Context: an optimization exercise on an open-source flow, tuned for small area. The choices shown serve that exercise and are no tape-out recipe. RTL that was checked went through simulation tests only; none was proved equivalent to the original. No functional check of the RTL was part of run 6. Power is estimated from default activity; no workload was simulated.

### design.v
package inst_fetch_queue_pkg;
  localparam int unsigned DATA_WIDTH = 32;
  localparam logic [6:0]  OPC_JAL    = 7'h6f;
  function automatic logic [31:0] predict_npc(input logic [31:0]           pc,
                                              input logic [DATA_WIDTH-1:0] inst);
    if (inst[6:0] == OPC_JAL) begin
      predict_npc = pc + {{11{inst[31]}}, inst[31], inst[19:12], inst[20], inst[30:21], 1'b0};
    end else begin
      predict_npc = pc + 32'd4;
    end
  endfunction
endpackage
module fetch_fifo
#(
  parameter int unsigned Depth = 16
) (
  input  logic                                    clk_in,
  input  logic                                    enq_i,
  input  logic [inst_fetch_queue_pkg::DATA_WIDTH-1:0] enq_data_i,
  input  logic [$clog2(Depth)-1:0]                head_i,
  output logic [inst_fetch_queue_pkg::DATA_WIDTH-1:0] head_o
);
  localparam int unsigned W = inst_fetch_queue_pkg::DATA_WIDTH;
  logic [Depth*W-1:0] mem_q;
  always_ff @(posedge clk_in) begin
    if (enq_i) begin
      mem_q <= {mem_q[(Depth-1)*W-1:0], enq_data_i};
    end
  end
  assign head_o = mem_q[head_i*W +: W];
endmodule
module inst_fetch_queue
#(
  parameter int unsigned QUEUE_DEPTH = 16,
  parameter logic [31:0] RESET_PC    = 32'h0
) (
  input  logic                  clk_in,
  input  logic                  rst_in,
  input  logic                  rdy_in,
  output logic                  mem_req_valid,
  output logic [31:0]           mem_req_addr,
  input  logic                  mem_resp_valid,
  input  logic [inst_fetch_queue_pkg::DATA_WIDTH-1:0] mem_resp_data,
  output logic                  inst_valid,
  output logic [inst_fetch_queue_pkg::DATA_WIDTH-1:0] inst_out,
  output logic [31:0]           inst_pc_out,
  output logic [31:0]           inst_pred_pc_out,
  input  logic                  inst_deq,
  input  logic                  flush_in,
  input  logic [31:0]           flush_pc_in
);
  localparam int unsigned PtrW = $clog2(QUEUE_DEPTH);
  logic            wait_q;    
  logic            drop_q;    
  logic [31:0]     pc_q;      
  logic [31:0]     head_pc_q;
  logic            valid_q;   
  logic [PtrW-1:0] ptr_q;     
  logic            full;
  logic            enq, deq;
  logic [31:0]     npc, head_npc;
  logic [inst_fetch_queue_pkg::DATA_WIDTH-1:0] head;
  assign full     = valid_q & (ptr_q == PtrW'(QUEUE_DEPTH - 1));
  assign enq      = rdy_in & wait_q & mem_resp_valid & ~flush_in;
  assign deq      = rdy_in & inst_deq & valid_q & ~flush_in;
  assign npc      = inst_fetch_queue_pkg::predict_npc(pc_q, mem_resp_data);
  assign head_npc = inst_fetch_queue_pkg::predict_npc(head_pc_q, head);
  always_ff @(posedge clk_in or negedge rst_in) begin
    if (!rst_in) begin
      wait_q <= 1'b0;
      drop_q <= 1'b0;
    end else if (rdy_in) begin
      if (wait_q) begin
        wait_q <= ~flush_in & ~mem_resp_valid;
        drop_q <= flush_in & ~mem_resp_valid;
      end else if (drop_q) begin
        drop_q <= ~mem_resp_valid;
      end else begin
        wait_q <= ~flush_in & ~full;
      end
    end
  end
  always_ff @(posedge clk_in or negedge rst_in) begin
    if (!rst_in) begin
      pc_q <= RESET_PC;
    end else if (rdy_in & flush_in) begin
      pc_q <= flush_pc_in;
    end else if (enq) begin
      pc_q <= npc;
    end
  end
  always_ff @(posedge clk_in or negedge rst_in) begin
    if (!rst_in) begin
      head_pc_q <= RESET_PC;
    end else if (rdy_in & flush_in) begin
      head_pc_q <= flush_pc_in;
    end else if (deq) begin
      head_pc_q <= head_npc;
    end
  end
  always_ff @(posedge clk_in or negedge rst_in) begin
    if (!rst_in) begin
      valid_q <= 1'b0;
      ptr_q   <= '0;
    end else if (rdy_in & flush_in) begin
      valid_q <= 1'b0;
      ptr_q   <= '0;
    end else if (enq & ~deq) begin
      valid_q <= 1'b1;
      ptr_q   <= valid_q ? ptr_q + PtrW'(1) : '0;
    end else if (deq & ~enq) begin
      valid_q <= ptr_q != '0;
      ptr_q   <= ptr_q - PtrW'(1);
    end
  end
  fetch_fifo #(
    .Depth(QUEUE_DEPTH)
  ) u_fetch_fifo (
    .clk_in    (clk_in),
    .enq_i     (enq),
    .enq_data_i(mem_resp_data),
    .head_i    (ptr_q),
    .head_o    (head)
  );
  assign mem_req_valid    = wait_q;
  assign mem_req_addr     = pc_q;
  assign inst_valid       = valid_q;
  assign inst_out         = head;
  assign inst_pc_out      = head_pc_q;
  assign inst_pred_pc_out = head_npc;
endmodule
### run.sh
#!/bin/bash
# synth_recipe.tcl (not shown) runs the flow's synth.tcl, then flattens the netlist and writes it again
# the make line also repeats each setting of config.mk as NAME=value (left out here)
make -C /OpenROAD-flow-scripts/flow DESIGN_CONFIG=/design/flow/config.mk WORK_HOME=/design/flow/orfs CLKGATE_MAP_FILE= SYNTH_SCRIPT=/design/flow/synth_recipe.tcl finish
### config.mk
export PLATFORM = sky130hd
export DESIGN_NAME = inst_fetch_queue
export DESIGN_NICKNAME = inst_fetch_queue
export VERILOG_FILES = /design/flow/design.v
export SDC_FILE = /design/flow/constraint.sdc
export NUM_CORES = 4
export LEC_CHECK = 0
export CAP_MARGIN = 20
export CORE_MARGIN = 2
export CORE_UTILIZATION = 40
export SLEW_MARGIN = 20
### constraint.sdc
create_clock -name core_clock -period 5.5 [get_ports {clk_in}]
set_input_delay 1.1000 -clock core_clock [delete_from_list [all_inputs] [get_ports {clk_in}]]
set_output_delay 1.1000 -clock core_clock [all_outputs]
set_load 0.01 [all_outputs]
==> results.json, run 1 <==
{
  "ys_top_cells_by_count": "edfxtp_1 (512), mux4_2 (150), nand2_1 (118)",
  "grt-ovfl-total": 0,
  "leakagePower_nw": 12.5,
  "met1_usage_pct": 31.0,
  "period_share_pct": 109,
  "gr-usage-met3_pct": 3.60,
  "regArea_um2": 17100,
  "routed_wl_mm": 75.0,
  "dr.pass1.iters": 5,
  "grt_antenna_before_repair": 2,
  "crit_type": "reg -> out",
  "rsz0062_at_grt": "true",
  "synth_ff_type": "edfxtp_1",
  "fmax_mhz": 167,
  "die_width_um": 264,
  "grt_pass1_wl_mm": 111,
  "multiInputGateArea_um2": 10200,
  "use_met2_pct": 31.8,
  "crit_required_ns": 4.40,
  "area_growth_pct": 30.2,
  "cts-root-buf": "clkbuf_16",
  "hold_class": "reg -> reg",
  "synth_cell_types": 68,
  "cap_violations": 0,
  "core_um2": 67200,
  "synth-async-reset-ratio_pct": 12.0,
  "critPathLaunch": "ptr_q[0]$_DFFE_PN0P_",
  "rows": 95,
  "report.final.setup_viol": 15,
  "finalMaxSlewViolations": 0,
  "nets": 2381,
  "fin_ws_ns": -0.488,
  "synth_most_common_cell": "edfxtp_1",
  "synth_top_area_share_pct": 56.7,
  "finalHoldViolCount": 0,
  "vias": 18300,
  "initial_core_util_pct": 40.4,
  "startpoint_type": "flop",
  "status": "failed layout checks",
  "netlist_instances": 1785,
  "check.faults": "setup timing",
  "die_area_um2": 69900,
  "hpwl_mm": 51.6,
  "synth-edff-count": 512,
  "synthTopCellsByArea": "edfxtp_1 (57%), mux4_2 (12%), dfrtp_1 (6.5%), ha_1 (3.0%), a21oi_1 (2.1%)",
  "cts_inserted_buffers": 66,
  "crit_fanout": 4,
  "io_pins": 200,
  "crit_path_end": "inst_pred_pc_out[27]",
  "ys_warn_count": 2,
  "finClkSkew_ns": 0.0185,
  "io_buffers": 199,
  "clkLatencyLatePin_ns": 0.60,
  "clock-sinks": 582,
  "endpoint_kind": "output port",
  "synth_area_leader_cell": "edfxtp_1",
  "ff2ff_setup_slack_ns": 0.88,
  "via_per_inst": 5.76,
  "fin_hold_ws_ns": 0.428,
  "cts_buffer_depth": 3,
  "fin_util_pct": 52.6,
  "ir_worst_vdd_mv": 0.239,
  "drive_gt1_share_pct": 29.0,
  "worst_pin_slew_ns": 1.01,
  "grt_use_total_pct": 20.8,
  "postRouteAntennaNets": 0,
  "pwr_density_cell_nw_per_um2": 478,
  "post_cts_hold_buffer_count": 0,
  "die_h_um": 264,
  "dp_worst_setup_slack_ns": -0.389,
  "synth-seq-cells": 582,
  "period_needed_ns": 5.99,
  "slew_headroom_pct": 32.1,
  "h-tree-depth": 3,
  "busiest_layer": "met2",
  "synth_area_per_cell_um2": 15.2,
  "drtIter0Drc": 1600,
  "syn_nets": 1922,
  "cts_tree": "built",
  "cts.reportedPaths.clkPinSlew_ns": 0.06,
  "syn_area_um2": 27100,
  "grt_max_degree": 128,
  "wire_per_inst_um": 23.6,
  "seq_area_frac_synth_pct": 63.1,
  "r2r_cells": 23,
  "reg2reg_from": "ptr_q[0]$_DFFE_PN0P_",
  "drcViolationCount": 0,
  "r2r-end": "head_pc_q[25]$_DFFE_PN0P_",
  "gp_congestion": 0.921,
  "arrival_ns": 4.89,
  "first_global_vias": 17800,
  "fillers": 5411
}
## metal layers
layer,share of wire [%],vias up
li1,-,8066
met5,0.017,-
met1,45,9310
met3,7.3,110
met2,46,788
met4,2.1,2
## cells by family (layout without fill, tap and decap cells)
group | count (synthesis) | after routing | share of synthesized area, %
compound gates | 378 | 378 | 8.65
xor+xnor | 85 | 85 | 2.74
fa+ha+maj | 67 | 67 | 3.14
buf+inv | 112 | 624 | 1.88
flops | 582 | 582 | 63.1
mux | 183 | 183 | 13.9
other cells | 0 | 3 | 0
simple gates | 378 | 378 | 6.61
## sequential cells by signal, indices dropped and copies added (netlist names)
signal	cells
u_fetch_fifo.mem_q	512
pc_q	32
head_pc_q	31
ptr_q	4
drop_q	1
valid_q	1
wait_q	1
## critical path, cell delays in order (launching register included)
cell,delay (ns)
dfrtp_4,0.51
buf_8,0.16
buf_6,0.12
buf_6,0.12
mux4_2,0.42
mux4_2,0.54
ha_4,0.30
o211ai_1,0.09
a21o_1,0.20
a2111oi_2,0.35
buf_4,0.20
nor3_4,0.06
o31ai_4,0.28
buf_4,0.15
a21oi_2,0.04
o21bai_1,0.16
xnor2_1,0.13
mux2i_1,0.28
buf_2,0.19
## report_power, final
part	internal, mW	switching [mW]	total [mW]
clock network	2.85	1.81	4.66
logic	3.77	3.20	6.97
registers	4.99	0.253	5.24
total	11.6	5.26	16.9
## metrics by stage
step	setup TNS [ns]	cell area, um2	std cells	power (mW)
detailed placement	-3.49	31600	2982	11.0
CTS	-4.02	34700	3134	16.3
global route	-7.46	35300	3170	17.6
finish	-5.18	35300	3173	16.9
floorplan	0	27200	1785	8.39
global placement	-3.21	31600	2982	11.0
## how the worst min path moves through the flow
| stage | from | endpoint | slack, ns | depth (start not counted) |
|---|---|---|---|---|
| 6_report | u_fetch_fifo.mem_q[76]$_DFFE_PP_ | u_fetch_fifo.mem_q[108]$_DFFE_PP_ | 0.43 | 0 |
| 5_1_grt | rst_in | head_pc_q[27]$_DFFE_PN0P_ | 0.43 | 1 |
| 4_1_cts | rst_in | head_pc_q[27]$_DFFE_PN0P_ | 0.42 | 1 |
| 3_5_place_dp | u_fetch_fifo.mem_q[206]$_DFFE_PP_ | u_fetch_fifo.mem_q[238]$_DFFE_PP_ | 0.43 | 0 |
| 3_3_place_gp | u_fetch_fifo.mem_q[323]$_DFFE_PP_ | u_fetch_fifo.mem_q[355]$_DFFE_PP_ | 0.43 | 0 |
| 2_1_floorplan | u_fetch_fifo.mem_q[289]$_DFFE_PP_ | u_fetch_fifo.mem_q[321]$_DFFE_PP_ | 0.42 | 0 |
## cell usage in the layout, fill, tap and decap left out, drive strengths merged, types with 4 or more instances in the layout
cell type / count
a211oi: 13
a21boi: 4
a21o: 46
a21oi: 117
a221oi: 5
a22oi: 11
a31oi: 22
and2: 11
and3: 28
and4: 6
buf: 295
bufinv: 12
clkbuf: 83
clkdlybuf4s50: 168
clkinv: 26
dfrtp: 70
dlymetal6s2s: 6
edfxtp: 512
ha: 65
inv: 29
mux2i: 27
mux4: 153
nand2: 118
nand2b: 5
nand3: 49
nand4: 26
nor2: 91
nor2b: 9
nor3: 17
o211ai: 8
o21a: 7
o21ai: 89
o21bai: 7
o221ai: 6
o22ai: 15
o31ai: 7
or3: 6
xnor2: 43
xor2: 42
## area by class of cell
cell class,count,area share [%]
clock inverter,45,1.60
timing repair buffer,478,12.6
antenna,3,0.0213
tap,873,3.09
clock buffer,76,4.93
sequential,582,48.5
multi-input combinational,1091,28.9
inverter,25,0.301
## repair_timing
item                                    in CTS  in global routing
pin swaps                                   20                 54
gates resized for setup                    158                105
buffers inserted                            30                 37
endpoints found under the setup margin      31                 27
gates cloned                                 1                  3
==> run 2: changes to the inputs <==
==> design.v (replaced) <==
package inst_fetch_queue_pkg;
  localparam int unsigned DATA_WIDTH = 32;
  localparam logic [6:0]  OPC_JAL    = 7'h6f;
  function automatic logic [31:0] npc_offset(input logic [DATA_WIDTH-1:0] inst);
    if (inst[6:0] == OPC_JAL) begin
      npc_offset = {{11{inst[31]}}, inst[31], inst[19:12], inst[20], inst[30:21], 1'b0};
    end else begin
      npc_offset = 32'd4;
    end
  endfunction
endpackage
module fetch_fifo
#(
  parameter int unsigned Depth = 16
) (
  input  logic                                        clk_in,
  input  logic                                        rst_in,
  input  logic                                        clear_i,
  input  logic                                        enq_i,
  input  logic                                        deq_i,
  input  logic [inst_fetch_queue_pkg::DATA_WIDTH-1:0] enq_data_i,
  output logic                                        valid_o,
  output logic                                        full_o,
  output logic [inst_fetch_queue_pkg::DATA_WIDTH-1:0] head_o
);
  localparam int unsigned W = inst_fetch_queue_pkg::DATA_WIDTH;
  logic [Depth*W-1:0] mem_q;
  logic [Depth-1:0]   head_q;    
  logic               valid_q;
  always_ff @(posedge clk_in) begin
    if (enq_i) begin
      mem_q <= {mem_q[(Depth-1)*W-1:0], enq_data_i};
    end
  end
  always_ff @(posedge clk_in or negedge rst_in) begin
    if (!rst_in) begin
      head_q  <= '0;
      valid_q <= 1'b0;
    end else if (clear_i) begin
      head_q  <= '0;
      valid_q <= 1'b0;
    end else if (enq_i & ~deq_i) begin
      head_q  <= {head_q[Depth-2:0], ~valid_q};
      valid_q <= 1'b1;
    end else if (deq_i & ~enq_i) begin
      head_q  <= {1'b0, head_q[Depth-1:1]};
      valid_q <= ~head_q[0];
    end
  end
  always_comb begin
    head_o = '0;
    for (int i = 0; i < Depth; i++) begin
      head_o = head_o | (mem_q[i*W +: W] & {W{head_q[i]}});
    end
  end
  assign valid_o = valid_q;
  assign full_o  = head_q[Depth-1];
endmodule
module inst_fetch_queue
#(
  parameter int unsigned QUEUE_DEPTH = 16,
  parameter logic [31:0] RESET_PC    = 32'h0
) (
  input  logic                  clk_in,
  input  logic                  rst_in,
  input  logic                  rdy_in,
  output logic                  mem_req_valid,
  output logic [31:0]           mem_req_addr,
  input  logic                  mem_resp_valid,
  input  logic [inst_fetch_queue_pkg::DATA_WIDTH-1:0] mem_resp_data,
  output logic                  inst_valid,
  output logic [inst_fetch_queue_pkg::DATA_WIDTH-1:0] inst_out,
  output logic [31:0]           inst_pc_out,
  output logic [31:0]           inst_pred_pc_out,
  input  logic                  inst_deq,
  input  logic                  flush_in,
  input  logic [31:0]           flush_pc_in
);
  logic            wait_q;    
  logic            drop_q;    
  logic [31:0]     pc_q;      
  logic [31:0]     head_pc_q;
  logic            valid, full;
  logic            clear, enq, deq;
  logic [31:0]     npc, head_npc;
  logic [inst_fetch_queue_pkg::DATA_WIDTH-1:0] head;
  assign clear    = rdy_in & flush_in;
  assign enq      = rdy_in & wait_q & mem_resp_valid & ~flush_in;
  assign deq      = rdy_in & inst_deq & valid & ~flush_in;
  assign npc      = pc_q + inst_fetch_queue_pkg::npc_offset(mem_resp_data);
  assign head_npc = head_pc_q + inst_fetch_queue_pkg::npc_offset(head);
  always_ff @(posedge clk_in or negedge rst_in) begin
    if (!rst_in) begin
      wait_q <= 1'b0;
      drop_q <= 1'b0;
    end else if (rdy_in) begin
      if (wait_q) begin
        wait_q <= ~flush_in & ~mem_resp_valid;
        drop_q <= flush_in & ~mem_resp_valid;
      end else if (drop_q) begin
        drop_q <= ~mem_resp_valid;
      end else begin
        wait_q <= ~flush_in & ~full;
      end
    end
  end
  always_ff @(posedge clk_in or negedge rst_in) begin
    if (!rst_in) begin
      pc_q <= RESET_PC;
    end else if (clear) begin
      pc_q <= flush_pc_in;
    end else if (enq) begin
      pc_q <= npc;
    end
  end
  always_ff @(posedge clk_in or negedge rst_in) begin
    if (!rst_in) begin
      head_pc_q <= RESET_PC;
    end else if (clear) begin
      head_pc_q <= flush_pc_in;
    end else if (deq) begin
      head_pc_q <= head_npc;
    end
  end
  fetch_fifo #(
    .Depth(QUEUE_DEPTH)
  ) u_fetch_fifo (
    .clk_in    (clk_in),
    .rst_in    (rst_in),
    .clear_i   (clear),
    .enq_i     (enq),
    .deq_i     (deq),
    .enq_data_i(mem_resp_data),
    .valid_o   (valid),
    .full_o    (full),
    .head_o    (head)
  );
  assign mem_req_valid    = wait_q;
  assign mem_req_addr     = pc_q;
  assign inst_valid       = valid;
  assign inst_out         = head;
  assign inst_pc_out      = head_pc_q;
  assign inst_pred_pc_out = head_npc;
endmodule
==> run 2 against run 1 <==
Compared with the run above:
- largest power group is now sequential cells
- setup slack improved by 0.16 ns
- critical endpoint is now inst_pred_pc_out[28]
- combinational power is 81% lower
- the layout still fails its checks (setup timing)
- design area down 6.4%
- via count fell by 1.4%
- clock power fell by 5.4%
- die area decreased by 8.6%
==> results.json, run 2 <==
{
  "vias": 18000,
  "busiest_layer": "met2",
  "finalMaxSlewViolations": 0,
  "check.faults": "setup timing",
  "hold_class": "in -> async",
  "r2r_cells": 21,
  "top_regs": "u_fetch_fifo.mem_q: 512 flops, head_pc_q: 32 flops, pc_q: 31 flops",
  "synth_area_leader_cell": "edfxtp_1",
  "synthTopCellsByArea": "edfxtp_1 (62%), dfrtp_1 (8.3%), a22oi_1 (3.5%), ha_1 (3.0%), a221oi_1 (2.7%)",
  "p_sw_mw": 2.72,
  "synth_ff_type": "edfxtp_1",
  "ys_warn_count": 2,
  "leakagePower_nw": 12.4,
  "syn_area_um2": 24800,
  "synth_area_per_cell_um2": 14.6,
  "grt_max_degree": 184,
  "arrival_ns": 4.73,
  "finClkSkew_ns": 0.0258,
  "die_h_um": 253,
  "rows": 91,
  "fin_util_pct": 53.8,
  "synth-async-reset-ratio_pct": 13.8,
  "met1_usage_pct": 33.4,
  "pwr_density_cell_nw_per_um2": 333,
  "cts_tree": "built",
  "cts_inserted_buffers": 66,
  "synth_top_area_share_pct": 62.0,
  "h-tree-depth": 3,
  "via_per_inst": 5.94,
  "dr.pass1.iters": 8,
  "multiInputGateArea_um2": 7770,
  "synth_most_common_cell": "edfxtp_1",
  "power_mw": 11.0,
  "placed_area_um2": 29400,
  "rsz0062_at_grt": "true",
  "cts_buffer_depth": 3,
  "area_growth_pct": 33.4,
  "clock-sinks": 594,
  "grt_pass1_wl_mm": 114,
  "cap_violations": 0,
  "fillers": 5018,
  "first_global_vias": 17500,
  "seq_area_frac_synth_pct": 70.3,
  "drtIter0Drc": 2144,
  "period_needed_ns": 5.83,
  "fmax_mhz": 172,
  "post_cts_hold_buffer_count": 0,
  "synth_cell_types": 58,
  "syn_nets": 1835,
  "largest-register": "u_fetch_fifo.mem_q",
  "io_pins": 200,
  "worst_pin_slew_ns": 1.11,
  "endpoint_kind": "output port",
  "status": "failed layout checks",
  "diodes": 0,
  "clkLatencyLatePin_ns": 0.61,
  "grt_antenna_before_repair": 2,
  "fin_ws_ns": -0.326,
  "fin_area_um2": 33100,
  "crit_type": "reg -> out",
  "wire_per_inst_um": 25.9,
  "r2r-end": "head_pc_q[22]$_DFFE_PN0P_",
  "reg2reg_from": "u_fetch_fifo.head_q[4]$_DFFE_PN0P_",
  "netlist_instances": 1703,
  "ff2ff_setup_slack_ns": 1.00,
  "internal_power_mw": 8.29,
  "cts-root-buf": "clkbuf_16",
  "ys_top_cells_by_count": "edfxtp_1 (512), a22oi_1 (117), nand2_1 (108)",
  "drcViolationCount": 0,
  "die_area_um2": 64000,
  "largest_register_ffs": 512,
  "period_share_pct": 106,
  "gr-usage-met3_pct": 5.20,
  "final_common_cell": "edfxtp_1",
  "ir_worst_vdd_mv": 0.183,
  "use_met2_pct": 37.7,
  "finalSetupTns_ns": -2.98,
  "routed_wl_mm": 78.7,
  "crit_required_ns": 4.40,
  "synth-edff-count": 512,
  "switching_share_pct": 24.7,
  "hpwl_mm": 52.8,
  "cpPeakStageDelay_ns": 0.46,
  "crit_chain": "buf_4 -> a221oi_1 -> and3_1 -> nand4_1 -> and4_4 -> buf_8 -> and3_4 -> ha_4 -> a21o_1 -> a21o_1 -> a21oi_2 -> o21ai_2 -> or3b_1 -> o211ai_1 -> buf_4 -> nand2b_4 -> a211oi_4 -> nor2_2 -> buf_2",
  "fin_hold_ws_ns": 0.435,
  "seq_power_share_pct": 47.8,
  "crit_fanout": 6,
  "gp_congestion": 0.905,
  "final_cell_mix": "edfxtp_1 (512), buf_4 (276), clkdlybuf4s50_1 (171)",
  "startpoint_type": "flop",
  "finalHoldViolCount": 0,
  "cts.reportedPaths.clkPinSlew_ns": 0.06,
  "synth-seq-cells": 594,
  "clkPwrFrac_pct": 40.0,
  "slew_headroom_pct": 25.9,
  "report.final.setup_viol": 15,
  "die_width_um": 253,
  "drive_gt1_share_pct": 26.2,
  "postRouteAntennaNets": 0,
  "regArea_um2": 17400,
  "core_um2": 61500,
  "pwr-share-comb_pct": 12.2,
  "io_buffers": 199,
  "nets": 2322,
  "crit_slowest_cell": "dfrtp_2",
  "path_buf_inv": 4,
  "grt_use_total_pct": 24.0,
  "grt-ovfl-total": 0,
  "initial_core_util_pct": 40.3,
  "critPathTopFamily": "compound AO/OA/AOI/OAI gates"
}
==> run 2: through the flow <==
stage | setup slack [ns] | cells
2_1_floorplan | 0.396 | 1703
3_3_place_gp | -0.492 | 2835
3_5_place_dp | -0.503 | 2835
4_1_cts | -0.204 | 3010
5_1_grt | -0.594 | 3034
6_report | -0.326 | 3034
==> run 2: how the worst max path moves through the flow <==
stage / start / cells after the start / endpoint / slack, ns
after detailed placement: u_fetch_fifo.head_q[2]$_DFFE_PN0P_ / 19 / inst_pred_pc_out[21] / -0.50
after global placement: u_fetch_fifo.head_q[2]$_DFFE_PN0P_ / 19 / inst_pred_pc_out[21] / -0.49
after global routing: u_fetch_fifo.head_q[13]$_DFFE_PN0P_ / 19 / inst_pred_pc_out[21] / -0.59
after floorplan: u_fetch_fifo.head_q[3]$_DFFE_PN0P_ / 20 / inst_pred_pc_out[30] / 0.40
final: u_fetch_fifo.head_q[4]$_DFFE_PN0P_ / 19 / inst_pred_pc_out[28] / -0.33
after CTS: u_fetch_fifo.head_q[0]$_DFFE_PN0P_ / 20 / inst_pred_pc_out[30] / -0.20
==> run 2: final cells by class <==
| class | instances | share of cell area (%) |
|---|---|---|
| flip-flops and latches | 594 | 52.8 |
| clock buffers | 86 | 5.41 |
| repair buffers | 517 | 14.1 |
| multi-input cells | 993 | 23.5 |
| inverters | 18 | 0.242 |
| well taps | 790 | 2.99 |
| clock inverters | 36 | 1.04 |
==> run 2: worst reg2reg max path, delay by kind of cell (launching register included) <==
family	cells	cell delay (ns)
AOI/OAI and AO/OA	8	1.63
adders and majority gates	1	0.34
buffers and inverters	6	0.88
DFF	1	0.46
and+or+nand+nor	6	1.09
==> run 2: cell families after synthesis <==
logic type,share of synthesized area [%]
DFF,70.3
AOI/OAI and AO/OA,14.9
and+or+nand+nor,7.29
buffers and inverters,1.79
adders and majority gates,3.19
xor gates and xnor gates,1.80
muxes,0.687
==> run 2: layer usage <==
layer | up-vias | share of wire [%]
met5 | - | 0.014
met4 | 2 | 2.9
met3 | 154 | 8.9
met2 | 957 | 46
met1 | 9098 | 42
li1 | 7803 | -
==> run 2: timing repair <==
action                                  in CTS  in global routing
pin swaps                                   70                 69
endpoints found under the hold margin        0                  0
gates resized for setup                    193                110
endpoints found under the setup margin      27                 28
gates cloned                                 3                  0
buffers inserted                            50                 25
==> run 2: power by group through the flow <==
stage / registers (mW) / logic, mW / clock network (mW)
floorplan: 5.31 / 0.496 / 0
global placement: 5.34 / 1.20 / 0
detailed placement: 5.34 / 1.22 / 0
CTS: 5.26 / 1.27 / 4.47
global route: 5.28 / 1.43 / 4.63
finish: 5.26 / 1.34 / 4.41
==> run 3: changes to the inputs <==
--- a/design.v
+++ b/design.v
@@ -24,37 +24,50 @@
   output logic [inst_fetch_queue_pkg::DATA_WIDTH-1:0] head_o
 );
   localparam int unsigned W = inst_fetch_queue_pkg::DATA_WIDTH;
-  logic [Depth*W-1:0] mem_q;
-  logic [Depth-1:0]   head_q;    
-  logic               valid_q;
+  logic [(Depth-1)*W-1:0] mem_q;     
+  logic [W-1:0]           head_q;    
+  logic [Depth-1:0]       pos_q;     
+  logic                   valid_q;
+  logic                   one_or_less;
+  logic                   mem_enq;
+  logic [W-1:0]           mem_out, head_d;
+  assign one_or_less = ~|pos_q[Depth-1:1];
+  assign mem_enq     = enq_i & valid_q & ~(deq_i & pos_q[0]);
   always_ff @(posedge clk_in) begin
-    if (enq_i) begin
-      mem_q <= {mem_q[(Depth-1)*W-1:0], enq_data_i};
+    if (mem_enq) begin
+      mem_q <= {mem_q[(Depth-2)*W-1:0], enq_data_i};
+    end
+  end
+  always_comb begin
+    mem_out = '0;
+    for (int i = 0; i < Depth - 1; i++) begin
+      mem_out = mem_out | (mem_q[i*W +: W] & {W{pos_q[i+1]}});
+    end
+  end
+  assign head_d = mem_out | (enq_data_i & {W{one_or_less}});
+  always_ff @(posedge clk_in) begin
+    if (deq_i | (enq_i & ~valid_q)) begin
+      head_q <= head_d;
     end
   end
   always_ff @(posedge clk_in or negedge rst_in) begin
     if (!rst_in) begin
-      head_q  <= '0;
+      pos_q   <= '0;
       valid_q <= 1'b0;
     end else if (clear_i) begin
-      head_q  <= '0;
+      pos_q   <= '0;
       valid_q <= 1'b0;
     end else if (enq_i & ~deq_i) begin
-      head_q  <= {head_q[Depth-2:0], ~valid_q};
+      pos_q   <= {pos_q[Depth-2:0], ~valid_q};
       valid_q <= 1'b1;
     end else if (deq_i & ~enq_i) begin
-      head_q  <= {1'b0, head_q[Depth-1:1]};
-      valid_q <= ~head_q[0];
+      pos_q   <= {1'b0, pos_q[Depth-1:1]};
+      valid_q <= ~pos_q[0];
     end
   end
-  always_comb begin
-    head_o = '0;
-    for (int i = 0; i < Depth; i++) begin
-      head_o = head_o | (mem_q[i*W +: W] & {W{head_q[i]}});
-    end
-  end
+  assign head_o  = head_q;
   assign valid_o = valid_q;
-  assign full_o  = head_q[Depth-1];
+  assign full_o  = pos_q[Depth-1];
 endmodule
 module inst_fetch_queue
 #(
--- a/config.mk
+++ b/config.mk
@@ -7,5 +7,7 @@
 export LEC_CHECK = 0
 export CAP_MARGIN = 20
 export CORE_MARGIN = 2
-export CORE_UTILIZATION = 40
+export CORE_UTILIZATION = 65
+export CTS_CLUSTER_DIAMETER = 60
+export CTS_CLUSTER_SIZE = 30
 export SLEW_MARGIN = 20
==> run 3 against run 2 <==
Compared with the run above:
- hold slack got worse by 0.028 ns
- setup slack better by 0.44 ns
- area after synthesis is 1.0% higher
- clock skew rose by 0.022 ns
- global-route usage rose by 10 points
- synthesized cell count grew 4.3%
- total power fell by 14%
- clock power down 27%
- now clean on timing, DRC and antenna
- via count shrank 2.4%
==> results.json, run 3 <==
{
  "status": "timing/DRC/antenna clean",
  "routed_wl_mm": 69.6,
  "vias": 17600,
  "synth-async-reset-ratio_pct": 13.8,
  "rsz0062_at_grt": "true",
  "report.final.setup_viol": 0,
  "crit_type": "reg -> out",
  "synthTopCellsByArea": "edfxtp_1 (61%), dfrtp_1 (8.2%), a22oi_1 (5.9%), ha_1 (1.9%), nand2_1 (1.8%)",
  "seq_area_frac_synth_pct": 69.6,
  "first_global_vias": 16800,
  "crit_slowest_cell": "edfxtp_1",
  "leakagePower_nw": 10.6,
  "hpwl_mm": 43.1,
  "wire_per_inst_um": 27.7,
  "rows": 71,
  "h-tree-depth": 2,
  "netlist_instances": 1777,
  "postRouteAntennaNets": 0,
  "synth_most_common_cell": "edfxtp_1",
  "core_um2": 37800,
  "path_buf_inv": 4,
  "grt_use_total_pct": 34.2,
  "synth_area_per_cell_um2": 14.1,
  "die_h_um": 200,
  "cts_tree": "built",
  "internal_power_mw": 7.07,
  "gp_congestion": 0.957,
  "p_sw_mw": 2.36,
  "via_per_inst": 6.99,
  "synth_top_area_share_pct": 61.4,
  "die_area_um2": 40100,
  "finalSetupTns_ns": 0,
  "pwr-share-comb_pct": 10.6,
  "slew_headroom_pct": 30.0,
  "period_share_pct": 98.0,
  "arrival_ns": 4.29,
  "fin_hold_ws_ns": 0.406,
  "grt_max_degree": 89,
  "r2r-end": "head_pc_q[23]$_DFFE_PN0P_",
  "synth-edff-count": 512,
  "synth_ff_type": "edfxtp_1",
  "grt-ovfl-total": 0,
  "period_needed_ns": 5.39,
  "syn_nets": 1887,
  "dr.pass1.iters": 6,
  "crit_fanout": 7,
  "nets": 2084,
  "hold_depth": 0,
  "seq_power_share_pct": 55.3,
  "synth_area_leader_cell": "edfxtp_1",
  "final_cell_mix": "edfxtp_1 (512), a22oi_1 (198), clkdlybuf4s50_1 (182)",
  "diodes": 0,
  "fmax_mhz": 186,
  "final_common_cell": "edfxtp_1",
  "largest-register": "u_fetch_fifo.mem_q",
  "drcViolationCount": 0,
  "ys_warn_count": 2,
  "switching_share_pct": 25.0,
  "cts-root-buf": "clkbuf_16",
  "r2r_cells": 18,
  "finalHoldViolCount": 0,
  "pwr_density_cell_nw_per_um2": 320,
  "largest_register_ffs": 480,
  "crit_chain": "nand4_1 -> nor3_4 -> buf_6 -> buf_4 -> and2_1 -> ha_1 -> a211o_1 -> o221a_1 -> o21ai_2 -> a21o_1 -> buf_4 -> a221oi_4 -> a21oi_2 -> mux2i_1 -> xor2_1 -> buf_2",
  "clock-sinks": 594,
  "fin_ws_ns": 0.112,
  "grt_antenna_before_repair": 1,
  "ys_top_cells_by_count": "edfxtp_1 (512), a22oi_1 (198), nand2_1 (123)",
  "top_regs": "u_fetch_fifo.mem_q: 480 flops, head_pc_q: 32 flops, u_fetch_fifo.head_q: 32 flops",
  "initial_core_util_pct": 66.3,
  "syn_area_um2": 25000,
  "synth_cell_types": 68,
  "min_to": "u_fetch_fifo.mem_q[147]$_DFFE_PP_",
  "cts.reportedPaths.clkPinSlew_ns": 0.10,
  "fin_util_pct": 78.0,
  "worst_pin_slew_ns": 1.05,
  "cpPeakStageDelay_ns": 0.40,
  "hold_class": "reg -> reg",
  "clkPwrFrac_pct": 34.1,
  "ff2ff_setup_slack_ns": 1.61,
  "startpoint_type": "flop",
  "cts_inserted_buffers": 37,
  "reg2reg_from": "u_fetch_fifo.head_q[0]$_DFFE_PP_",
  "finalMaxSlewViolations": 0,
  "ir_worst_vdd_mv": 0.353,
  "synth-seq-cells": 594,
  "placed_area_um2": 27700,
  "die_width_um": 200,
  "fin_area_um2": 29400,
  "dp_worst_setup_slack_ns": 0.251,
  "critPathTopFamily": "compound AO/OA/AOI/OAI gates",
  "cts_buffer_depth": 3,
  "area_growth_pct": 17.6,
  "finClkSkew_ns": 0.0476,
  "io_pins": 200,
  "endpoint_kind": "output port",
  "grt_pass1_wl_mm": 104,
  "timing.critical_path.mode_cell": "buf_4",
  "crit_required_ns": 4.40,
  "io_buffers": 199,
  "drive_gt1_share_pct": 9.84,
  "post_cts_hold_buffer_count": 0,
  "hold_start": "u_fetch_fifo.mem_q[115]$_DFFE_PP_",
  "drtIter0Drc": 2579,
  "cap_violations": 0,
  "clkLatencyLatePin_ns": 0.60
}
[run 3: cell types whose count changed after synthesis, sizes merged, moves of 25 or more]
cell    previous run  this run
a22oi            117       198
a221oi            75         1
a22o              74         0
nand3             39        73
a211o              1        34
a222oi             0        32
clkbuf            79       104
[run 3: cell type report]
type / instances / area [um2]
clock buffers: 40 / 980
clock inverters: 27 / 380
fillers: 2209 / 8310
inverters: 18 / 67.6
multi-input cells: 1052 / 7340
flip-flops and latches: 594 / 17400
well taps: 511 / 639
repair buffers: 271 / 2610
[run 3: what timing repair did]
| item | in CTS | in global routing |
|---|---|---|
| resized for setup | 27 | 40 |
| pin swaps | 10 | 13 |
| endpoints found under the setup margin | 14 | 18 |
| setup buffers | 16 | 14 |
[run 3: metrics by stage]
stage	total power, mW	std cells
after floorplan	5.73	1777
after global placement	6.26	2416
after detailed placement	6.28	2416
after CTS	9.44	2499
after global routing	9.68	2513
final	9.43	2513
[run 3: worst max path at each step]
stage                                     startpoint                              end  slack (ns)  depth (start not counted)
finish              u_fetch_fifo.head_q[5]$_DFFE_PP_             inst_pred_pc_out[27]        0.11                         16
CTS                 u_fetch_fifo.head_q[1]$_DFFE_PP_             inst_pred_pc_out[30]      -0.002                         15
global route        u_fetch_fifo.head_q[5]$_DFFE_PP_             inst_pred_pc_out[27]       -0.12                         16
global placement                    mem_resp_data[4]             pc_q[27]$_DFFE_PN0P_        0.33                         15
floorplan                                     rdy_in  u_fetch_fifo.mem_q[0]$_DFFE_PP_       -0.17                          6
detailed placement                  mem_resp_data[0]             pc_q[27]$_DFFE_PN0P_        0.25                         15
[run 3: cell families (layout without fill, tap and decap cells)]
group / count (synthesis) / after routing / share of synthesized area [%]
xor gates and xnor gates: 49 / 49 / 1.71
buffers and inverters: 131 / 356 / 2.00
DFF: 594 / 594 / 69.6
adders and majority gates: 40 / 40 / 2.06
and+or+nand+nor: 440 / 440 / 8.94
muxes: 28 / 28 / 1.14
AOI/OAI and AO/OA: 495 / 495 / 14.5
[run 3: power groups by stage]
| stage | Sequential [mW] | Combinational, mW | Clock [mW] |
|---|---|---|---|
| finish | 5.21 | 1.00 | 3.22 |
| global route | 5.23 | 1.07 | 3.39 |
| CTS | 5.21 | 0.989 | 3.24 |
| detailed placement | 5.30 | 0.980 | 0 |
| global placement | 5.30 | 0.964 | 0 |
| floorplan | 5.28 | 0.450 | 0 |
[run 3: worst reg2reg max path: stages (launching register included)]
cell      delay, ns
edfxtp_1       0.44
nand4_1        0.20
nor3_4         0.08
buf_6          0.14
buf_4          0.15
buf_4          0.14
and2_1         0.16
ha_1           0.36
nand2_1        0.07
o21ai_1        0.36
nor3_2         0.14
a21o_1         0.27
buf_4          0.17
a221oi_4       0.33
buf_4          0.16
buf_4          0.10
a21oi_2        0.04
nor3b_1        0.15
a221o_1        0.30
[run 3: layer usage]
layer	track usage (%)	share of wire (%)	up-vias
met3	5.19	10	189
met4	15.2	4.6	2
li1	-	-	7465
met5	0	0.010	-
met2	52.3	46	1182
met1	49.6	39	8738
==> run 4: changes to the inputs <==
--- a/config.mk
+++ b/config.mk
@@ -8,6 +8,7 @@
 export CAP_MARGIN = 20
 export CORE_MARGIN = 2
 export CORE_UTILIZATION = 65
-export CTS_CLUSTER_DIAMETER = 60
-export CTS_CLUSTER_SIZE = 30
+export CTS_BUF_LIST = sky130_fd_sc_hd__clkbuf_8
+export CTS_CLUSTER_DIAMETER = 50
+export CTS_CLUSTER_SIZE = 20
 export SLEW_MARGIN = 20
==> run 4 against run 3 <==
Compared with the run above:
- highest routed layer unchanged
- via count is 0.42% lower
- hold slack worse by 0.048 ns
- critical endpoint is now inst_pred_pc_out[21]
- cell count is 0.40% higher
- non-clock buffer count down 7
==> results.json, run 4 <==
{
  "io_buffers": 199,
  "fillers": 2241,
  "grt-ovfl-total": 0,
  "crit_type": "reg -> out",
  "ys_top_cells_by_count": "edfxtp_1 (512), a22oi_1 (198), nand2_1 (123)",
  "internal_power_mw": 6.51,
  "cpPeakStageDelay_ns": 0.40,
  "cts-root-buf": "clkbuf_8",
  "clock-sinks": 594,
  "crit_slowest_cell": "edfxtp_1",
  "synth_most_common_cell": "edfxtp_1",
  "first_global_vias": 16900,
  "finalHoldViolCount": 0,
  "diodes": 0,
  "seq_power_share_pct": 59.2,
  "finalMaxSlewViolations": 0,
  "crit_chain": "nand4_1 -> nor3_4 -> buf_6 -> buf_12 -> and2_1 -> ha_1 -> nor2b_2 -> o31a_1 -> o21ai_2 -> a21oi_2 -> a31oi_4 -> mux2i_1 -> xor2_1 -> dlygate4sd2_1",
  "grt_use_total_pct": 34.2,
  "period_share_pct": 97.5,
  "period_needed_ns": 5.36,
  "clkLatencyLatePin_ns": 0.68,
  "drtIter0Drc": 2407,
  "h-tree-depth": 2,
  "status": "timing/DRC/antenna clean",
  "drcViolationCount": 0,
  "arrival_ns": 4.26,
  "crit_required_ns": 4.40,
  "final_cell_mix": "edfxtp_1 (512), a22oi_1 (198), clkdlybuf4s50_1 (181)",
  "synth-seq-cells": 594,
  "finClkSkew_ns": 0.0383,
  "cap_violations": 0,
  "hold_class": "in -> async",
  "switching_share_pct": 26.0,
  "slew_headroom_pct": 25.6,
  "syn_nets": 1887,
  "largest-register": "u_fetch_fifo.mem_q",
  "grt_pass1_wl_mm": 104,
  "synthTopCellsByArea": "edfxtp_1 (61%), dfrtp_1 (8.2%), a22oi_1 (5.9%), ha_1 (1.9%), nand2_1 (1.8%)",
  "critPathLaunch": "u_fetch_fifo.head_q[1]$_DFFE_PP_",
  "finalSetupTns_ns": 0,
  "endpoint_kind": "output port",
  "crit_fanout": 6,
  "initial_core_util_pct": 66.3,
  "fin_area_um2": 29000,
  "wire_per_inst_um": 27.6,
  "cp.depth": 14,
  "ys_warn_count": 2,
  "vias": 17500,
  "die_area_um2": 40100,
  "ir_worst_vdd_mv": 0.246,
  "r2r_cells": 16,
  "grt_antenna_before_repair": 1,
  "cts_tree": "built",
  "placed_area_um2": 27700,
  "routed_wl_mm": 69.5,
  "postRouteAntennaNets": 0,
  "io_pins": 200,
  "synth_cell_types": 68,
  "synth_area_leader_cell": "edfxtp_1",
  "grt_max_degree": 89,
  "synth_ff_type": "edfxtp_1",
  "core_um2": 37800,
  "largest_register_ffs": 480,
  "reg2reg_from": "u_fetch_fifo.head_q[1]$_DFFE_PP_",
  "cts_buffer_depth": 3,
  "r2r-end": "head_pc_q[27]$_DFFE_PN0P_",
  "rsz0062_at_grt": "true",
  "instances_no_fill": 2523,
  "report.final.setup_viol": 0,
  "leakagePower_nw": 10.4,
  "drive_gt1_share_pct": 10.1,
  "gp_congestion": 0.957,
  "syn_area_um2": 25000,
  "top_regs": "u_fetch_fifo.mem_q: 480 flops, head_pc_q: 32 flops, u_fetch_fifo.head_q: 32 flops",
  "hpwl_mm": 43.1,
  "p_sw_mw": 2.29,
  "cts_inserted_buffers": 46,
  "startpoint_type": "flop",
  "area_growth_pct": 16.0,
  "ff2ff_setup_slack_ns": 1.77,
  "netlist_instances": 1777,
  "pwr-share-comb_pct": 11.3,
  "via_per_inst": 6.94,
  "rows": 71,
  "crit_path_end": "inst_pred_pc_out[21]",
  "synth-async-reset-ratio_pct": 13.8,
  "clkPwrFrac_pct": 29.5,
  "fin_hold_ws_ns": 0.359,
  "fmax_mhz": 186,
  "synth-edff-count": 512,
  "path_buf_inv": 3,
  "synth_area_per_cell_um2": 14.1,
  "worst_pin_slew_ns": 1.11,
  "die_h_um": 200,
  "dr.pass1.iters": 10,
  "final_common_cell": "edfxtp_1",
  "seq_area_frac_synth_pct": 69.6,
  "die_width_um": 200,
  "dp_cells": 2416,
  "critPathTopFamily": "compound AO/OA/AOI/OAI gates",
  "nets": 2086,
  "synth_top_area_share_pct": 61.4,
  "pwr_density_cell_nw_per_um2": 303,
  "cts.reportedPaths.clkPinSlew_ns": 0.11
}
-- run 4: changes by cell type in the layout (fill, tap and decap cells not counted), moves of 3 or more --
cell,change
clkbuf_16,-39
dlymetal6s2s_1,-5
clkinv_1,+3
o21ai_2,+3
inv_1,+6
dlygate4sd2_1,+8
buf_4,-9
clkinv_2,+4
clkbuf_8,+47
-- run 4: worst register-to-register path, stage by stage (launching register included) --
cell and delay [ns]:
edfxtp_1 0.40, nand4_1 0.18, nor3_4 0.27, buf_6 0.18, and2_1 0.14, ha_1 0.17, inv_1 0.07, fa_2 0.38
nor2b_2 0.14, o31a_1 0.20, o21ai_2 0.11, a21o_1 0.27, a221oi_4 0.37, a21oi_2 0.09, mux2i_1 0.14, xor2_1 0.17
a221o_1 0.33
-- run 4: cell type report --
| type | count | area (um2) | share of cell area, % |
|---|---|---|---|
| clock inverters | 37 | 360 | 1.24 |
| multi-input cells | 1052 | 7330 | 25.2 |
| inverters | 18 | 67.6 | 0.233 |
| clock buffers | 47 | 647 | 2.23 |
| well taps | 511 | 639 | 2.20 |
| repair buffers | 264 | 2560 | 8.81 |
| flip-flops and latches | 594 | 17400 | 60.0 |
-- run 4: power groups by stage --
stage          Combinational, mW  Clock, mW  Sequential, mW
3_5_place_dp               0.980          0            5.30
2_1_floorplan              0.450          0            5.28
4_1_cts                    0.988       2.62            5.21
5_1_grt                     1.06       2.78            5.23
6_report                   0.995       2.60            5.21
3_3_place_gp               0.964          0            5.30
-- run 4: worst min path at each step --
| stage | from | depth (start not counted) | endpoint |
|---|---|---|---|
| 6_report | rst_in | 1 | u_fetch_fifo.pos_q[12]$_DFFE_PN0P_ |
| 5_1_grt | rst_in | 1 | u_fetch_fifo.pos_q[12]$_DFFE_PN0P_ |
| 4_1_cts | rst_in | 1 | u_fetch_fifo.pos_q[12]$_DFFE_PN0P_ |
| 3_5_place_dp | u_fetch_fifo.mem_q[233]$_DFFE_PP_ | 0 | u_fetch_fifo.mem_q[265]$_DFFE_PP_ |
| 3_3_place_gp | u_fetch_fifo.mem_q[305]$_DFFE_PP_ | 0 | u_fetch_fifo.mem_q[337]$_DFFE_PP_ |
| 2_1_floorplan | u_fetch_fifo.mem_q[126]$_DFFE_PP_ | 0 | u_fetch_fifo.mem_q[158]$_DFFE_PP_ |
-- run 4: per-layer routing --
metal | vias to the layer above | share of wire, % | GRT usage, % | routed length, um
li1 | 7469 | - | - | -
met1 | 8673 | 39 | 49.3 | 27100
met2 | 1177 | 46 | 52.4 | 32200
met3 | 182 | 11 | 5.82 | 7380
met4 | 2 | 4.1 | 14.2 | 2830
met5 | - | 0.010 | 0 | 7
-- run 4: through the flow --
| stage | total power, mW | util, % | setup slack [ns] |
|---|---|---|---|
| floorplan | 5.73 | - | -0.165 |
| global placement | 6.26 | 73.3 | 0.329 |
| detailed placement | 6.28 | 73.3 | 0.251 |
| CTS | 8.82 | 76.7 | 0.00742 |
| global route | 9.07 | 76.9 | -0.0723 |
| finish | 8.81 | 76.9 | 0.138 |
-- run 4: logic make-up (layout without fill, tap and decap cells) --
logic type,count (synthesis),count (layout),share of synthesized area (%)
xor+xnor,49,49,1.71
fa+ha+maj,40,40,2.06
mux,28,28,1.14
buf+inv,131,366,2.00
compound gates,495,495,14.5
simple gates,440,440,8.94
flops,594,594,69.6
-- run 4: timing repair --
action | in CTS | in global routing
hold buffers | 0 | 0
hold endpoints to repair | 0 | 0
setup buffers | 18 | 5
setup endpoints to repair | 16 | 17
pin swaps | 11 | 10
resized for setup | 36 | 28
==> run 5: changes to the inputs <==
--- a/config.mk
+++ b/config.mk
@@ -7,8 +7,5 @@
 export LEC_CHECK = 0
 export CAP_MARGIN = 20
 export CORE_MARGIN = 2
-export CORE_UTILIZATION = 65
-export CTS_BUF_LIST = sky130_fd_sc_hd__clkbuf_8
-export CTS_CLUSTER_DIAMETER = 50
-export CTS_CLUSTER_SIZE = 20
+export CORE_UTILIZATION = 40
 export SLEW_MARGIN = 20
==> run 5 against run 4 <==
Compared with the run above:
- still clean
- total power increased by 16%
- area after synthesis unchanged
- global-route usage decreased by 11 points
- design area increased by 4.7%
- combinational power decreased by 0.6%
- die area increased by 61%
- cell count increased by 14%
- fmax decreased by 0.80%
- sequential cell count unchanged
- routed wire length increased by 8.4%
- critical path type unchanged
- critical endpoint is now inst_pred_pc_out[29]
- largest power group unchanged
==> results.json, run 5 <==
{
  "first_global_vias": 16800,
  "clkLatencyLatePin_ns": 0.64,
  "seq_area_frac_synth_pct": 69.6,
  "endpoint_kind": "output port",
  "die_area_um2": 64600,
  "startpoint_type": "flop",
  "final_cell_mix": "edfxtp_1 (512), a22oi_1 (198), clkdlybuf4s50_1 (181)",
  "die_width_um": 254,
  "internal_power_mw": 7.72,
  "initial_core_util_pct": 40.5,
  "pwr_density_cell_nw_per_um2": 335,
  "wire_per_inst_um": 26.2,
  "io_pins": 200,
  "synthTopCellsByArea": "edfxtp_1 (61%), dfrtp_1 (8.2%), a22oi_1 (5.9%), ha_1 (1.9%), nand2_1 (1.8%)",
  "crit_type": "reg -> out",
  "cap_violations": 0,
  "grt_use_total_pct": 23.0,
  "pwr-share-comb_pct": 9.7,
  "synth_cell_types": 68,
  "cts_buffer_depth": 3,
  "core_um2": 61800,
  "hpwl_mm": 46.3,
  "routed_wl_mm": 75.4,
  "synth-seq-cells": 594,
  "final_common_cell": "edfxtp_1",
  "ys_top_cells_by_count": "edfxtp_1 (512), a22oi_1 (198), nand2_1 (123)",
  "period_needed_ns": 5.41,
  "synth_ff_type": "edfxtp_1",
  "postRouteAntennaNets": 0,
  "fmax_mhz": 185,
  "synth_top_area_share_pct": 61.4,
  "synth_area_per_cell_um2": 14.1,
  "slew_headroom_pct": 47.4,
  "vias": 17300,
  "cts_tree": "built",
  "seq_power_share_pct": 51.3,
  "p_sw_mw": 2.46,
  "fin_hold_ws_ns": 0.425,
  "via_per_inst": 6.00,
  "syn_area_um2": 25000,
  "grt_max_degree": 95,
  "gp_congestion": 0.949,
  "syn_nets": 1887,
  "grt-ovfl-total": 0,
  "netlist_instances": 1777,
  "synth_most_common_cell": "edfxtp_1",
  "fin_util_pct": 49.1,
  "arrival_ns": 4.31,
  "report.final.setup_viol": 0,
  "cts.reportedPaths.clkPinSlew_ns": 0.06,
  "dr.pass1.iters": 7,
  "largest-register": "u_fetch_fifo.mem_q",
  "crit_fanout": 7,
  "die_h_um": 254,
  "finalHoldViolCount": 0,
  "ir_worst_vdd_mv": 0.237,
  "period_share_pct": 98.3,
  "ys_warn_count": 2,
  "crit_required_ns": 4.40,
  "post_cts_hold_buffer_count": 0,
  "switching_share_pct": 24.1,
  "io_buffers": 199,
  "largest_register_ffs": 480,
  "grt_antenna_before_repair": 10,
  "top_regs": "u_fetch_fifo.mem_q: 480 flops, head_pc_q: 32 flops, u_fetch_fifo.head_q: 32 flops",
  "rows": 91,
  "cts_inserted_buffers": 59,
  "drive_gt1_share_pct": 10.5,
  "status": "timing/DRC/antenna clean",
  "worst_pin_slew_ns": 0.787,
  "grt_pass1_wl_mm": 110,
  "nets": 2098,
  "finalMaxSlewViolations": 0,
  "area_growth_pct": 21.4,
  "leakagePower_nw": 10.8,
  "drcViolationCount": 0,
  "hold_class": "in -> async",
  "clkPwrFrac_pct": 39.0,
  "clock-sinks": 594,
  "h-tree-depth": 2,
  "synth_area_leader_cell": "edfxtp_1",
  "synth-async-reset-ratio_pct": 13.8,
  "drtIter0Drc": 2420,
  "finClkSkew_ns": 0.0401,
  "cts-root-buf": "clkbuf_16",
  "synth-edff-count": 512
}
## run 5: cell count changes in the layout (fill, tap and decap cells not counted), sizes merged
cell and delta:
inv -17, diode +6, buf +4, clkbuf +34, clkinv +3, dlymetal6s2s +1
dlygate4sd2 -2
## run 5: per-layer routing
metal	wire (um)	GRT usage (%)	part of all wire (%)
met5	36	0	0.048
met1	31100	32.6	41
met4	3440	11.0	4.6
met3	6240	4.09	8.3
met2	34500	34.6	46
## run 5: cell families after synthesis
| family | count (synthesis) | synth area share [%] |
|---|---|---|
| compound gates | 495 | 14.5 |
| xor+xnor | 49 | 1.71 |
| fa+ha+maj | 40 | 2.06 |
| buf+inv | 131 | 2.00 |
| flops | 594 | 69.6 |
| mux | 28 | 1.14 |
| simple gates | 440 | 8.94 |
## run 5: metrics by stage
stage	cell area [um2]	power (mW)	worst slack [ns]	cells	setup TNS, ns
after floorplan	25100	5.73	-0.165	1777	-79.41
after global placement	28100	6.28	0.0895	2750	0
after detailed placement	28100	6.29	0.105	2750	0
after CTS	30200	10.3	-0.0650	2869	-0.131
after global routing	30400	10.5	-0.0416	2877	-0.102
final	30400	10.2	0.0945	2878	0
## run 5: worst max-delay path: stages (launching register included)
cell	delay [ns]
edfxtp_1	0.38
nand4_1	0.17
nor3_4	0.32
buf_12	0.18
and2_1	0.15
ha_2	0.31
a211o_1	0.34
buf_4	0.15
nor3_2	0.33
a21oi_2	0.14
a31oi_4	0.24
buf_4	0.15
mux2_2	0.35
xnor2_1	0.14
dlygate4sd2_1	0.28
## run 5: cell type report
type                    count  area (um2)
diodes                      6        15.0
clock buffers              85        1640
clock inverters            23         248
fillers                  5314       31500
inverters                  18        67.6
multi-input cells        1052        7390
flip-flops and latches    594       17400
well taps                 837        1050
repair buffers            263        2540
## run 5: final timing paths
| check | slack [ns] | cells past startpoint | from | to |
|---|---|---|---|---|
| max in group asynchronous | 3.97 | 2 | rst_in | u_fetch_fifo.pos_q[7]$_DFFE_PN0P_ |
| worst max register to register | 1.66 | 18 | u_fetch_fifo.head_q[1]$_DFFE_PP_ | head_pc_q[23]$_DFFE_PN0P_ |
| worst max-delay path | 0.09 | 14 | u_fetch_fifo.head_q[1]$_DFFE_PP_ | inst_pred_pc_out[29] |
| min in group core_clock | 0.44 | 0 | u_fetch_fifo.mem_q[438]$_DFFE_PP_ | u_fetch_fifo.mem_q[470]$_DFFE_PP_ |
| worst min-delay path | 0.42 | 1 | rst_in | head_pc_q[15]$_DFFE_PN0P_ |
| worst min register to register | 0.44 | 0 | u_fetch_fifo.mem_q[438]$_DFFE_PP_ | u_fetch_fifo.mem_q[470]$_DFFE_PP_ |
## run 5: power groups by stage
| stage | combinational, mW | sequential, mW | clock, mW |
|---|---|---|---|
| after floorplan | 0.450 | 5.28 | 0 |
| after global placement | 0.978 | 5.31 | 0 |
| after detailed placement | 0.985 | 5.31 | 0 |
| after CTS | 0.986 | 5.22 | 4.05 |
| after global routing | 1.07 | 5.24 | 4.22 |
| final | 0.989 | 5.23 | 3.97 |
## run 5: what timing repair did
action | CTS | global route
resized for setup | 56 | 30
buffers inserted | 11 | 3
endpoints found under the hold margin | 0 | 0
pin swaps | 13 | 17
setup endpoints to repair | 16 | 16
==> run 6: changes to the inputs <==
--- a/design.v
+++ b/design.v
@@ -1,11 +1,22 @@
 package inst_fetch_queue_pkg;
   localparam int unsigned DATA_WIDTH = 32;
   localparam logic [6:0]  OPC_JAL    = 7'h6f;
-  function automatic logic [31:0] npc_offset(input logic [DATA_WIDTH-1:0] inst);
-    if (inst[6:0] == OPC_JAL) begin
-      npc_offset = {{11{inst[31]}}, inst[31], inst[19:12], inst[20], inst[30:21], 1'b0};
+  function automatic logic [31:0] predict_npc(input logic [31:0]           pc,
+                                              input logic [DATA_WIDTH-1:0] inst);
+    logic        jal, neg, cy;
+    logic [20:0] off;
+    logic [21:0] lo;
+    jal = inst[6:0] == OPC_JAL;
+    neg = jal & inst[31];
+    off = jal ? {inst[31], inst[19:12], inst[20], inst[30:21], 1'b0} : 21'd4;
+    lo  = {1'b0, pc[20:0]} + {1'b0, off};
+    cy  = lo[21];
+    if (cy & ~neg) begin
+      predict_npc = {pc[31:21] + 11'd1, lo[20:0]};
+    end else if (neg & ~cy) begin
+      predict_npc = {pc[31:21] - 11'd1, lo[20:0]};
     end else begin
-      npc_offset = 32'd4;
+      predict_npc = {pc[31:21], lo[20:0]};
     end
   endfunction
 endpackage
@@ -100,8 +111,8 @@
   assign clear    = rdy_in & flush_in;
   assign enq      = rdy_in & wait_q & mem_resp_valid & ~flush_in;
   assign deq      = rdy_in & inst_deq & valid & ~flush_in;
-  assign npc      = pc_q + inst_fetch_queue_pkg::npc_offset(mem_resp_data);
-  assign head_npc = head_pc_q + inst_fetch_queue_pkg::npc_offset(head);
+  assign npc      = inst_fetch_queue_pkg::predict_npc(pc_q, mem_resp_data);
+  assign head_npc = inst_fetch_queue_pkg::predict_npc(head_pc_q, head);
   always_ff @(posedge clk_in or negedge rst_in) begin
     if (!rst_in) begin
       wait_q <= 1'b0;
==> flow/run.sh (new file) <==
#!/bin/bash
# The standard layout (the standard.sh, standard synthesis unchanged), with two changes:
# the port buffers are the smallest buffer cell, and clock tree synthesis adds no dummy loads.
set -euo pipefail
bash standard.sh finish \
  "BUFFER_PORTS_ARGS=-buffer_cell sky130_fd_sc_hd__buf_1" \
  "CTS_ARGS=-sink_clustering_enable -repair_clock_nets -sink_clustering_size 30 -sink_clustering_max_diameter 60 -dont_use_dummy_load" \
  > standard.log 2>&1
==> standard.sh (new file) <==
#!/bin/bash
# synth_recipe.tcl (not shown) runs the flow's synth.tcl, then flattens the netlist and writes it again
# the make line also repeats each setting of config.mk as NAME=value (left out here)
make -C /OpenROAD-flow-scripts/flow DESIGN_CONFIG=/design/flow/config.mk WORK_HOME=/design/flow/orfs CLKGATE_MAP_FILE= SYNTH_SCRIPT=/design/flow/synth_recipe.tcl "${@:-finish}"
--- a/config.mk
+++ b/config.mk
@@ -7,5 +7,7 @@
 export LEC_CHECK = 0
 export CAP_MARGIN = 20
 export CORE_MARGIN = 2
-export CORE_UTILIZATION = 40
+export CORE_UTILIZATION = 65
+export CTS_CLUSTER_DIAMETER = 60
+export CTS_CLUSTER_SIZE = 30
 export SLEW_MARGIN = 20
removed: run.sh
==> run 6 against run 5 <==
Compared with the run above:
- first-iteration DRC count shrank 21%
- sequential share of layout area grew 6.0 points
- register-to-register slack got worse by 0.44 ns
- setup slack improved by 0.079 ns
- die area shrank 39%
- area after synthesis down 1.7%
- combinational power is essentially flat
- fmax grew 1.5%
- design area is 9.5% lower
- largest power group unchanged
==> results.json, run 6 <==
{
  "status": "timing/DRC/antenna clean",
  "wl_met3_mm": 6.03,
  "synth.area.mux_share_pct": 0.692,
  "h-tree-depth": 2,
  "seq_area_frac_synth_pct": 70.8,
  "ys_warn_count": 2,
  "hpwl_mm": 38.2,
  "ff2ff_setup_slack_ns": 1.22,
  "dr.pass1.iters": 8,
  "die_width_um": 199,
  "drive_gt1_share_pct": 8.82,
  "first_global_vias": 15300,
  "grt-ovfl-total": 0,
  "grt_pass1_wl_mm": 91.3,
  "hold_start": "u_fetch_fifo.mem_q[92]$_DFFE_PP_",
  "netlist_instances": 1695,
  "dp_cells": 2391,
  "ir_worst_vdd_mv": 0.261,
  "internal_power_mw": 6.65,
  "post_cts_hold_buffer_count": 0,
  "cts-root-buf": "clkbuf_16",
  "leakagePower_nw": 9.70,
  "instances_no_fill": 2438,
  "area_growth_pct": 11.7,
  "cts_buffer_depth": 3,
  "fin_ws_ns": 0.173,
  "diodes": 0,
  "synth_area_per_cell_um2": 14.5,
  "min_to": "u_fetch_fifo.mem_q[124]$_DFFE_PP_",
  "dp_worst_setup_slack_ns": -0.296,
  "via_per_inst": 6.70,
  "io_pins": 200,
  "startpoint_type": "flop",
  "switching_share_pct": 24.1,
  "crit_slowest_cell": "edfxtp_1",
  "cap_violations": 0,
  "clock-sinks": 594,
  "worst_pin_slew_ns": 1.06,
  "syn_area_um2": 24600,
  "largest-register": "u_fetch_fifo.mem_q",
  "rsz0062_at_grt": "true",
  "synth_top_family_by_area": "compound AO/OA/AOI/OAI gates",
  "drtIter0Drc": 1917,
  "synth_cell_types": 67,
  "pwr_density_cell_nw_per_um2": 319,
  "routed_wl_mm": 63.3,
  "synth_xor_area_share_pct": 1.92,
  "reg2reg_from": "pc_q[1]$_DFFE_PN0P_",
  "final_common_cell": "edfxtp_1",
  "slew_headroom_pct": 29.0,
  "period_share_pct": 96.9,
  "arrival_ns": 4.23,
  "synth_most_common_cell": "edfxtp_1",
  "synthTopCellsByArea": "edfxtp_1 (62%), dfrtp_1 (8.3%), a22oi_1 (6.0%), ha_1 (2.6%), nand2_1 (1.7%)",
  "crit_fanout": 6,
  "period_needed_ns": 5.33,
  "grt_antenna_before_repair": 3,
  "critPathLaunch": "u_fetch_fifo.head_q[3]$_DFFE_PP_",
  "synth_top_area_share_pct": 62.5,
  "cts_inserted_buffers": 37,
  "finalMaxSlewViolations": 0,
  "grt_use_total_pct": 31.4,
  "dr_wl_met2_mm": 29.0,
  "ys_top_cells_by_count": "edfxtp_1 (512), a22oi_1 (198), nand2_1 (112)",
  "fillers": 2474,
  "drcViolationCount": 0,
  "crit_required_ns": 4.40,
  "synth_compound_area_share_pct": 14.3,
  "clkPwrFrac_pct": 29.2,
  "nets": 2053,
  "synthSimpleGateAreaFrac_pct": 7.36,
  "synth-async-reset-ratio_pct": 13.8,
  "crit_chain": "nand4b_1 -> buf_6 -> nor2_4 -> buf_12 -> and2_4 -> ha_4 -> fa_2 -> a211oi_2 -> o211ai_1 -> a31o_1 -> o211a_1 -> a211o_4 -> nor3_4 -> a22o_1 -> xor2_1 -> buf_1",
  "synth-seq-cells": 594,
  "r2r_cells": 21,
  "largest_register_ffs": 480,
  "pwr-share-comb_pct": 11.3,
  "cpPeakStageDelay_ns": 0.43,
  "rows": 71,
  "clkLatencyLatePin_ns": 0.57,
  "synth_area_leader_cell": "edfxtp_1",
  "fmax_mhz": 188,
  "top_regs": "u_fetch_fifo.mem_q: 480 flops, head_pc_q: 32 flops, u_fetch_fifo.head_q: 32 flops",
  "vias": 16300,
  "finClkSkew_ns": 0.0630,
  "report.final.setup_viol": 0,
  "seq_power_share_pct": 59.5,
  "core_um2": 37500,
  "regArea_um2": 17400,
  "hold_class": "reg -> reg",
  "synth_ff_type": "edfxtp_1",
  "synth_adder_area_share_pct": 2.84,
  "synth-edff-count": 512,
  "finalHoldViolCount": 0,
  "cts.reportedPaths.clkPinSlew_ns": 0.11,
  "cts_tree": "built",
  "grt_max_degree": 115,
  "final_cell_mix": "edfxtp_1 (512), a22oi_1 (196), buf_1 (195)",
  "die_h_um": 199,
  "crit_type": "reg -> out",
  "postRouteAntennaNets": 0,
  "initial_core_util_pct": 65.6,
  "r2r-end": "pc_q[30]$_DFFE_PN0P_",
  "io_buffers": 199,
  "critPathTopFamily": "compound AO/OA/AOI/OAI gates",
  "hold_depth": 0,
  "p_sw_mw": 2.11,
  "wl_met1_mm": 25.6,
  "path_buf_inv": 3,
  "wire_per_inst_um": 25.9,
  "die_area_um2": 39400,
  "multiInputGateArea_um2": 6790,
  "syn_nets": 1819,
  "endpoint_kind": "output port",
  "top_layer_used": "met5",
  "gp_congestion": 0.887
}
[run 6: worst register-to-register path: stages, from the launching register on]
cell and delay (ns):
dfrtp_1 0.40, ha_1 0.19, inv_1 0.06, fa_1 0.42, nor2b_1 0.19, o31a_1 0.24, o221ai_2 0.16, a21oi_2 0.21
nor3_2 0.09, nor2_1 0.17, nand2_1 0.12, buf_4 0.19, ha_1 0.27, a21o_1 0.18, a21oi_1 0.20, o211ai_1 0.16
a21o_1 0.21, a21oi_1 0.18, o21ai_0 0.13, xor2_1 0.15, nand2_1 0.06, a31oi_1 0.21
[run 6: layer usage]
layer	track usage, %	vias up
li1	-	7164
met1	45.9	8129
met2	47.9	901
met3	5.31	138
met4	12.2	4
met5	0	-
[run 6: logic make-up (layout without fill, tap and decap cells)]
group                    after synthesis  after routing
AND/OR/NAND/NOR                      362            362
adder cells (fa/ha/maj)               54             54
multiplexers                          17             17
buffers and inverters                129            361
flip-flops                           594            594
XOR/XNOR                              54             54
AO/OA/AOI/OAI                        485            485
[run 6: stage by stage]
stage          utilization [%]  setup TNS (ns)  hold slack [ns]  power [mW]  cell area, um2
6_report                  73.3               0            0.409        8.76           27500
5_1_grt                   73.3         -0.0868            0.414        9.06           27500
4_1_cts                   73.0               0            0.399        8.78           27400
3_5_place_dp              70.4          -0.538            0.433        6.28           26400
3_3_place_gp              70.4          -0.146            0.428        6.25           26400
2_1_floorplan                -          -22.07            0.425        5.86           24600
[run 6: power by group through the flow]
stage | Clock, mW | Combinational [mW] | Sequential (mW)
final | 2.56 | 0.990 | 5.21
after floorplan | 0 | 0.562 | 5.30
after CTS | 2.59 | 0.986 | 5.21
after global routing | 2.73 | 1.10 | 5.23
after global placement | 0 | 0.955 | 5.30
after detailed placement | 0 | 0.979 | 5.30
[run 6: how the worst max path moves through the flow]
stage	to	depth (start not counted)	slack, ns
after floorplan	u_fetch_fifo.mem_q[0]$_DFFE_PP_	5	-0.05
after global placement	pc_q[31]$_DFFE_PN0P_	26	-0.15
after detailed placement	pc_q[31]$_DFFE_PN0P_	26	-0.30
after CTS	inst_pred_pc_out[28]	15	0.01
after global routing	pc_q[30]$_DFFE_PN0P_	26	-0.04
final	inst_pred_pc_out[25]	16	0.17
[run 6: layout make-up]
| class | count | area share [%] |
|---|---|---|
| clock buffers | 37 | 3.37 |
| inverters | 26 | 0.355 |
| multi-input cells | 972 | 24.7 |
| flip-flops and latches | 594 | 63.4 |
| well taps | 511 | 2.33 |
| repair buffers | 298 | 5.86 |
[run 6: repair_timing]
action	4_1_cts	5_1_grt
pin swaps	9	6
gates resized for setup	8	13
gates cloned	0	2
setup buffers	4	4
endpoints found under the setup margin	8	10

==> re-timing with driven ports <==
No port has a modelled driver above. Below, the same layouts with a new extraction and two added sets of constraints.
Step 1 (the two cells are an assumption about what drives the block):
set clk [get_ports {clk_in}]
set_driving_cell -lib_cell sky130_fd_sc_hd__clkbuf_16 $clk
set_driving_cell -lib_cell sky130_fd_sc_hd__buf_2 [delete_from_list [all_inputs] $clk]
Step 2 times the ports against the registers' clock, not the clock port: input delays grow and output delays shrink by t, the midpoint of the rising clock arrivals with the driver on.
Three values: no drivers, after step 1, after step 2; two values: the first two.
| run | t (ns) | slack for setup (ns) | worst hold slack (ns) | slew at the worst register clock pin (ns) |
|---|---|---|---|---|
| run 1 | 0.653 | -0.488 / -0.548 / 0.105 | 0.428 / 0.400 / 0.428 | 0.07 / 0.07 |
| run 2 | 0.653 | -0.326 / -0.384 / 0.014 | 0.435 / 0.399 / 0.442 | 0.07 / 0.07 |
| run 3 | 0.635 | 0.112 / 0.053 / 0.121 | 0.406 / 0.406 / 0.406 | 0.11 / 0.11 |
| run 4 | 0.718 | 0.138 / 0.080 / 0.104 | 0.359 / 0.330 / 0.433 | 0.12 / 0.12 |
| run 5 | 0.682 | 0.095 / 0.038 / 0.205 | 0.425 / 0.396 / 0.438 | 0.07 / 0.07 |
| run 6 | 0.599 | 0.173 / 0.115 / -0.243 | 0.409 / 0.409 / 0.409 | 0.11 / 0.11 |
With both steps, setup timing fails in run 6, where it was met with ideal ports. For run 6, which loses most, drivers alone change the setup slack by -0.058 ns; drivers and shift together by -0.416 ns.
